This is an optimization exercise on Yosys and OpenROAD, whose aim is small area and few clock cycles per item, not a production implementation. In this exercise RTL edits were held to simulation tests only and were not proved equivalent to the original. The flow treats the clock pin as an ideal source, which a real chip does not have.

the baseline:
Design banded_temperature_motor_regulator_core, start of the top module:
module banded_temperature_motor_regulator_core #(
  parameter int TEMP_WIDTH = 12,
  parameter int TIME_WIDTH = 32,
  localparam int IN_DW = ((TEMP_WIDTH + TIME_WIDTH + 7) / 8) * 8
) (
  input  logic                              clk,
  input  logic                              rst_n,
  input  logic                              in_tvalid,
  output logic                              in_tready,
  input  logic [IN_DW-1:0]                  in_tdata,
  output logic                              out_tvalid,
  input  logic                              out_tready,
  output logic [brtm_pkg::OUT_DW-1:0]       out_tdata,
  input  logic                              cfg_we,
  input  logic [brtm_pkg::CFG_IDX_W-1:0]    cfg_index,
  input  logic [brtm_pkg::CFG_DATA_W-1:0]   cfg_wdata
);
  logic [7:0]  hi_r, lo_r, band_r;
  logic        one_hi_r;
  logic [11:0] setpoint_r;
  logic [15:0] interval_r;
  logic        wr_two, ge;
  logic [7:0]  wv, other;
  logic [8:0]  gc;
  assign wr_two = cfg_index[0];
  assign wv     = cfg_wdata[7:0];
  assign other  = (one_hi_r ^ wr_two) ? lo_r : hi_r;
  assign gc[0] = 1'b1;
  for (genvar i = 0; i < 8; i++) begin : g_ge
    brtm_maj u_m (.a(wv[i]), .b(~other[i]), .c(gc[i]), .y(gc[i+1]));
  end
  assign ge = gc[8];
  always_ff @(posedge clk) begin
    if (!rst_n) begin
      hi_r       <= 8'd255;
      lo_r       <= 8'd0;
      one_hi_r   <= 1'b1;
      setpoint_r <= '0;
      band_r     <= 8'd1;
      interval_r <= 16'd10000;
    end else if (cfg_we) begin
      case (cfg_index)
        3'd0, 3'd1: begin
          hi_r     <= ge ? wv : other;
          lo_r     <= ge ? other : wv;
          one_hi_r <= ge ^ wr_two;
        end
        3'd2: setpoint_r <= cfg_wdata[11:0];
        3'd3: band_r     <= cfg_wdata[7:0];
        3'd4: interval_r <= cfg_wdata[15:0];
        default: ;
      endcase
    end
  end
  ...
export LEC_CHECK = 0
export CAP_MARGIN = 20
export CORE_MARGIN = 2
export CORE_UTILIZATION = 40
export CTS_CLUSTER_DIAMETER = 150
export CTS_CLUSTER_SIZE = 18
export PLACE_DENSITY = 0.6
export SLEW_MARGIN = 20
export SYNTH_HIERARCHICAL = 1
export SYNTH_MINIMUM_KEEP_SIZE = 0
create_clock -name core_clock -period 9.0 [get_ports {clk}]
standard.sh (not shown) runs the stock make flow with config.mk's settings and CLKGATE_MAP_FILE= SYNTH_SCRIPT=/design/flow/synth_recipe.tcl, a recipe that flattens the netlist after the stock synthesis.
==> flow/flow/run.sh <==
#!/bin/bash
# Layout flow: the standard flow (standard.sh, synthesis unchanged) with
# smaller port buffers and a clock tree without dummy loads. The make output
# goes to standard.log here; ORFS keeps each tool's log under orfs/logs.
export BUFFER_PORTS_ARGS="-buffer_cell sky130_fd_sc_hd__buf_1"
export CTS_ARGS="-sink_clustering_enable -repair_clock_nets -sink_clustering_size 14 -sink_clustering_max_diameter 120 -dont_use_dummy_load -buf_list sky130_fd_sc_hd__clkbuf_8"
export POST_CTS_TCL="$PWD/flow/post_cts.tcl"
bash standard.sh > standard.log 2>&1
==> flow/flow/post_cts.tcl <==
# After clock tree synthesis and its timing repair: downsize gates on paths
# with positive slack; global route then repairs slew, capacitance and
# timing with its own parasitics.
repair_timing -recover_power 100 -verbose
detailed_placement
check_placement -verbose
Testbench counts of the baseline, summed over its fixed seeds: cycles 16,096, items 16,000.
Edits applied to the flow inputs when going from the baseline to the candidate:
==> flow/flow/run.sh <==
#!/bin/bash
# Layout flow: the standard flow (standard.sh, synthesis unchanged) with
# smaller port buffers and a clock tree without dummy loads. The make output
# goes to standard.log here; ORFS keeps each tool's log under orfs/logs.
export BUFFER_PORTS_ARGS="-buffer_cell sky130_fd_sc_hd__buf_1"
export CTS_ARGS="-sink_clustering_enable -repair_clock_nets -sink_clustering_size 10 -sink_clustering_max_diameter 100 -dont_use_dummy_load -buf_list {sky130_fd_sc_hd__clkbuf_4 sky130_fd_sc_hd__clkbuf_8}"
bash standard.sh > standard.log 2>&1
removed: flow/flow/post_cts.tcl
## What came out
- Share of cell area taken by flip-flops and latches of the baseline is on par with the candidate.
- Per the comparison of the candidate with the baseline, post-route worst hold slack lower; post-layout worst setup margin higher; final net count roughly the same.

---

banded_temperature_motor_regulator_core, a different RTL version from the one above (not shown whole).
Size: about 3000 cells after synthesis, roughly 32000 sq um of cells after synthesis.
export LEC_CHECK = 0
export CAP_MARGIN = 20
export CORE_MARGIN = 2
export CORE_UTILIZATION = 40
export CTS_CLUSTER_DIAMETER = 150
export CTS_CLUSTER_SIZE = 18
export PLACE_DENSITY = 0.6
export SLEW_MARGIN = 20
export SYNTH_HIERARCHICAL = 1
export SYNTH_MINIMUM_KEEP_SIZE = 0
create_clock -name core_clock -period 9.0 [get_ports {clk}]
==> flow/flow/run.sh <==
#!/bin/bash
# Layout flow: the standard flow (standard.sh, synthesis unchanged) with
# smaller port buffers and a clock tree without dummy loads. The make output
# goes to standard.log here; ORFS keeps each tool's log under orfs/logs.
export BUFFER_PORTS_ARGS="-buffer_cell sky130_fd_sc_hd__buf_1"
export CTS_ARGS="-sink_clustering_enable -repair_clock_nets -sink_clustering_size 18 -sink_clustering_max_diameter 150 -dont_use_dummy_load"
export RECOVER_POWER=100
bash standard.sh > standard.log 2>&1
The starting point finished but fails on capacitance limit, slew limit.
Testbench counts at the start, summed over its fixed seeds: cycles 16,096, items 16,000.
Change:
--- a/flow/flow/run.sh
+++ b/flow/flow/run.sh
@@ -6,2 +6 @@
-export CTS_ARGS="-sink_clustering_enable -repair_clock_nets -sink_clustering_size 18 -sink_clustering_max_diameter 150 -dont_use_dummy_load"
-export RECOVER_POWER=100
+export CTS_ARGS="-sink_clustering_enable -repair_clock_nets -sink_clustering_size 14 -sink_clustering_max_diameter 120 -dont_use_dummy_load -buf_list sky130_fd_sc_hd__clkbuf_8"
After rerunning: This time the run finished with timing, DRC and antenna clean; final area is about the same; wire length stays flat; count of clock-buffer cells in the layout grows by 5.

what the ideal ports hide:
How much do the figures lean on ideal ports? The routed layouts below were timed once more, with nothing changed but the port constraints.
Step 1, drivers: a clkbuf_16 drives clk and a buf_2 each remaining input, both assumed.
Step 2 moves the port delays by t, midway between the first and last clock arrival at a register: inputs arrive t later, outputs are due t later. That takes back most of the time a late clock gives input paths.
a / b / c = no drivers / after step 1 / after step 2; a / b = the first two.
run	t, ns	slack for setup (ns)	worst hold slack (ns)	slew at the worst register clock pin (ns)	worst slew at a driven data input, ns
the baseline	0.662	0.466 / 0.407 / 0.913	0.460 / 0.460 / 0.460	0.11 / 0.11	0.05
the candidate	0.635	0.489 / 0.435 / 1.069	0.455 / 0.455 / 0.455	0.08 / 0.08	0.05
the first run of note 2	0.619	0.436 / 0.363 / 0.630	0.424 / 0.424 / 0.424	0.10 / 0.10	0.05
the second run of note 2	0.698	0.448 / 0.383 / 1.080	0.418 / 0.418 / 0.418	0.11 / 0.11	0.05
